Background: an optimization exercise with open tools, aiming at small area, a short achievable clock period and few clock cycles per item. Do not read the settings as production practice.
Only simulation tests tie the RTL to the original design; equivalence was not proved.
No activity file was given, so power comes from the tool's default toggle rates.

v48:
## fft_top
module fft_top
(
    input  logic                clk,
    input  logic                rst_n,
    input  logic                in_valid_i,
    input  logic [23:0]         din_i,
    output logic                in_ready_o,
    input  logic                credit_i,
    output logic                out_valid_o,
    output logic [31:0]         dout_o
);
Size: ~4800 cells after synthesis, about 54000 um2 of cells after synthesis.
Settings: LEC_CHECK=0, CAP_MARGIN=20, CORE_MARGIN=2, CORE_UTILIZATION=60, SLEW_MARGIN=20; clock period 12.0 ns.
standard.sh (not shown) runs the stock make flow with config.mk's settings and CLKGATE_MAP_FILE= SYNTH_SCRIPT=/design/flow/synth_recipe.tcl, a recipe that flattens the netlist after the stock synthesis.
==> flow/flow/run.sh <==
#!/bin/bash
set -euo pipefail
export SETUP_SLACK_MARGIN=8.2
bash standard.sh > standard.log 2>&1
Every stage of the flow completed for v48, and the final layout passed the timing, DRC and antenna checks.
Testbench counts of v48, summed over its fixed seeds: cycles 3,246, frames 192.
[inputs] v23 vs v48
- an added CTS_CLUSTER_DIAMETER of 95
- an added CTS_CLUSTER_SIZE of 26
- a change of CAP_MARGIN from 20 to 50
- a change of SLEW_MARGIN from 20 to 60
Findings:
- The final layouts of v23 and v48 pass the timing, DRC and antenna checks.
- Diff v48 -> v23: clock share of power shrank by 14 points; required time of the critical path shrank by 50 ps; fraction of final layout cells sized beyond drive strength 1 shrank by 2.5 points; wire length shrank by 3.3%.
- Final standard cell count with taps included and fillers excluded for v23 is lower than for v48.
- v48 → v23: sequential cell area stayed essentially flat; combinational group share of total power went up.
Setup changes, v23 to v22
- CTS_BUF_LIST newly set to sky130_fd_sc_hd__clkbuf_8
- CTS_CLUSTER_DIAMETER removed (was 95)
- CTS_CLUSTER_SIZE removed (was 26)
==> flow/run.sh (new file) <==
#!/bin/bash
# synth_recipe.tcl (not shown) runs the flow's synth.tcl, then flattens the netlist and writes it again
# the make line also repeats each setting of config.mk as NAME=value (left out here)
make -C /OpenROAD-flow-scripts/flow DESIGN_CONFIG=/design/flow/config.mk WORK_HOME=/design/flow/orfs CLKGATE_MAP_FILE= SYNTH_SCRIPT=/design/flow/synth_recipe.tcl finish
removed: flow/flow/run.sh
removed: flow/standard.sh
### Flow results
- The cell with the largest stage delay on the worst path comes out sky130_fd_sc_hd__fa_1 in one run and sky130_fd_sc_hd__clkdlybuf4s50_1 in the other, namely in v23 and v22 respectively.
- The uppermost layer routed comes out met5 in one run and met4 in the other, namely in v22 and v23 respectively.
- From v23 to v22, number of design rule violations left after detail routing did not move at all.
- Row met1 usage in global routing: v22 lower / v23 higher
- CTS H-tree depth in v22 is 2 higher than in v23
- Note that the maximum frequency recorded for v23 amounts to 1.15 times the value seen in v22.
- Changes observed in v22 relative to v23: routability congestion estimate from global placement comparable, via count grew by 661, multi-input logic area now sits lower, share of the clock period used by the worst path after layout rose by 4.6 points, arrival time reported for the critical path endpoint dropped 2470 ps.
- Number of antenna cells inserted in v22 is 5 above v23.
- v22 against v23; cell-internal power is up by more than a quarter.
The inputs of v56 differ from those of v22 as listed below.
- a deleted CTS_BUF_LIST that had been sky130_fd_sc_hd__clkbuf_8
- a change of CORE_UTILIZATION from 60 to 70
- an added CTS_CLUSTER_SIZE of 40
==> flow/flow/run.sh (new file) <==
#!/bin/bash
set -euo pipefail
export SETUP_SLACK_MARGIN=8.2
bash standard.sh > standard.log 2>&1
==> flow/standard.sh (new file) <==
#!/bin/bash
# synth_recipe.tcl (not shown) runs the flow's synth.tcl, then flattens the netlist and writes it again
# the make line also repeats each setting of config.mk as NAME=value (left out here)
make -C /OpenROAD-flow-scripts/flow DESIGN_CONFIG=/design/flow/config.mk WORK_HOME=/design/flow/orfs CLKGATE_MAP_FILE= SYNTH_SCRIPT=/design/flow/synth_recipe.tcl "${@:-finish}"
removed: flow/run.sh
Results
Per the comparison of v56 with v22, signed area change from the synthesized netlist to the final layout held; number of sequential storage elements held; count of flip-flops with a built-in enable after synthesis held. Least setup slack across all paths after layout for v56: 520 ps up relative to v22. v56 ended with more count of cell instances traversed by the critical path than v22. The top fanout value on the critical path in v56 sits 3 above the value recorded for v22. After detailed routing, v22 needs less wire than v56.

---

Starting RTL as in the previous note.
export LEC_CHECK = 0
export CAP_MARGIN = 50
export CORE_MARGIN = 2
export CORE_UTILIZATION = 60
export SLEW_MARGIN = 60
create_clock -name core_clock -period 12.0 [get_ports {clk}]
==> flow/flow/run.sh <==
#!/bin/bash
set -euo pipefail
export SETUP_SLACK_MARGIN=8.2
bash standard.sh > standard.log 2>&1
Testbench counts at the start, summed over its fixed seeds: cycles 3,246, frames 192.
Next try:
==> flow/run.sh (new file) <==
#!/bin/bash
# synth_recipe.tcl (not shown) runs the flow's synth.tcl, then flattens the netlist and writes it again
# the make line also repeats each setting of config.mk as NAME=value (left out here)
make -C /OpenROAD-flow-scripts/flow DESIGN_CONFIG=/design/flow/config.mk WORK_HOME=/design/flow/orfs CLKGATE_MAP_FILE= SYNTH_SCRIPT=/design/flow/synth_recipe.tcl finish
removed: flow/flow/run.sh
removed: flow/standard.sh
Effect: Sequential cell count does not change; final area fell by 1.5%; final cell count is lower by 0.84%; non-clock buffer count fell by 54; setup slack degrades by 430 ps; core utilization drops by 1.0 points; global-route usage fell by 0.15 points; count of clock-buffer cells in the layout decreases by 23; routed wire length shrinks by 1.9%.
Next try:
==> flow/flow/run.sh (new file) <==
#!/bin/bash
set -euo pipefail
export SETUP_SLACK_MARGIN=8.2
bash standard.sh > standard.log 2>&1
==> flow/standard.sh (new file) <==
#!/bin/bash
# synth_recipe.tcl (not shown) runs the flow's synth.tcl, then flattens the netlist and writes it again
# the make line also repeats each setting of config.mk as NAME=value (left out here)
make -C /OpenROAD-flow-scripts/flow DESIGN_CONFIG=/design/flow/config.mk WORK_HOME=/design/flow/orfs CLKGATE_MAP_FILE= SYNTH_SCRIPT=/design/flow/synth_recipe.tcl "${@:-finish}"
CTS_CLUSTER_DIAMETER = 110   (was not set)
CTS_CLUSTER_SIZE = 30   (was not set)
removed: flow/run.sh
The new run finished with timing, DRC and antenna clean.
Worst hold slack is better by 27 ps.
Count of clock-buffer cells in the layout fell by 86.
Setup slack is better by 450 ps.
Die area does not change.
Non-clock buffer count rose by 57.

==> what the ideal ports hide <==
In the flow no input, the clock included, has a driving cell. The finished layouts below were timed again as built, in two steps.
Step 1, drivers: a clkbuf_16 drives clk and a buf_2 each remaining input, both assumed.
Step 2 adds t to the input delays and takes it off the output delays; t is the mean of the earliest and latest rising clock arrival at the registers after step 1. Input paths then give back, and output paths get back, about the clock's delay inside the block.
Slacks: ideal ports / drivers / drivers and shift; pairs: ideal ports / drivers.
| run | t, ns | setup WS [ns] | hold slack, ns | latest minus earliest clock arrival (ns) | cell pins on the clock port's net |
|---|---|---|---|---|---|
| v48 | 0.796 | 8.200 / 8.182 / 8.200 | 0.305 / 0.305 / 0.305 | 0.032 / 0.032 | 1 |
| v23 | 0.748 | 8.224 / 8.194 / 8.224 | 0.322 / 0.322 / 0.322 | 0.034 / 0.034 | 1 |
| v22 | 0.907 | 7.671 / 7.610 / 7.734 | 0.287 / 0.287 / 0.287 | 0.052 / 0.051 | 1 |
| v56 | 0.738 | 8.192 / 8.191 / 8.192 | 0.277 / 0.277 / 0.277 | 0.078 / 0.078 | 1 |
| the first run of note 2 | 0.774 | 8.212 / 8.201 / 8.212 | 0.310 / 0.310 / 0.310 | 0.048 / 0.048 | 1 |
| the second run of note 2 | 0.764 | 7.784 / 7.784 / 7.784 | 0.295 / 0.295 / 0.295 | 0.046 / 0.046 | 1 |
| the third run of note 2 | 0.712 | 8.235 / 8.201 / 8.235 | 0.322 / 0.322 / 0.322 | 0.034 / 0.034 | 1 |
After both steps every run listed still meets setup and hold.
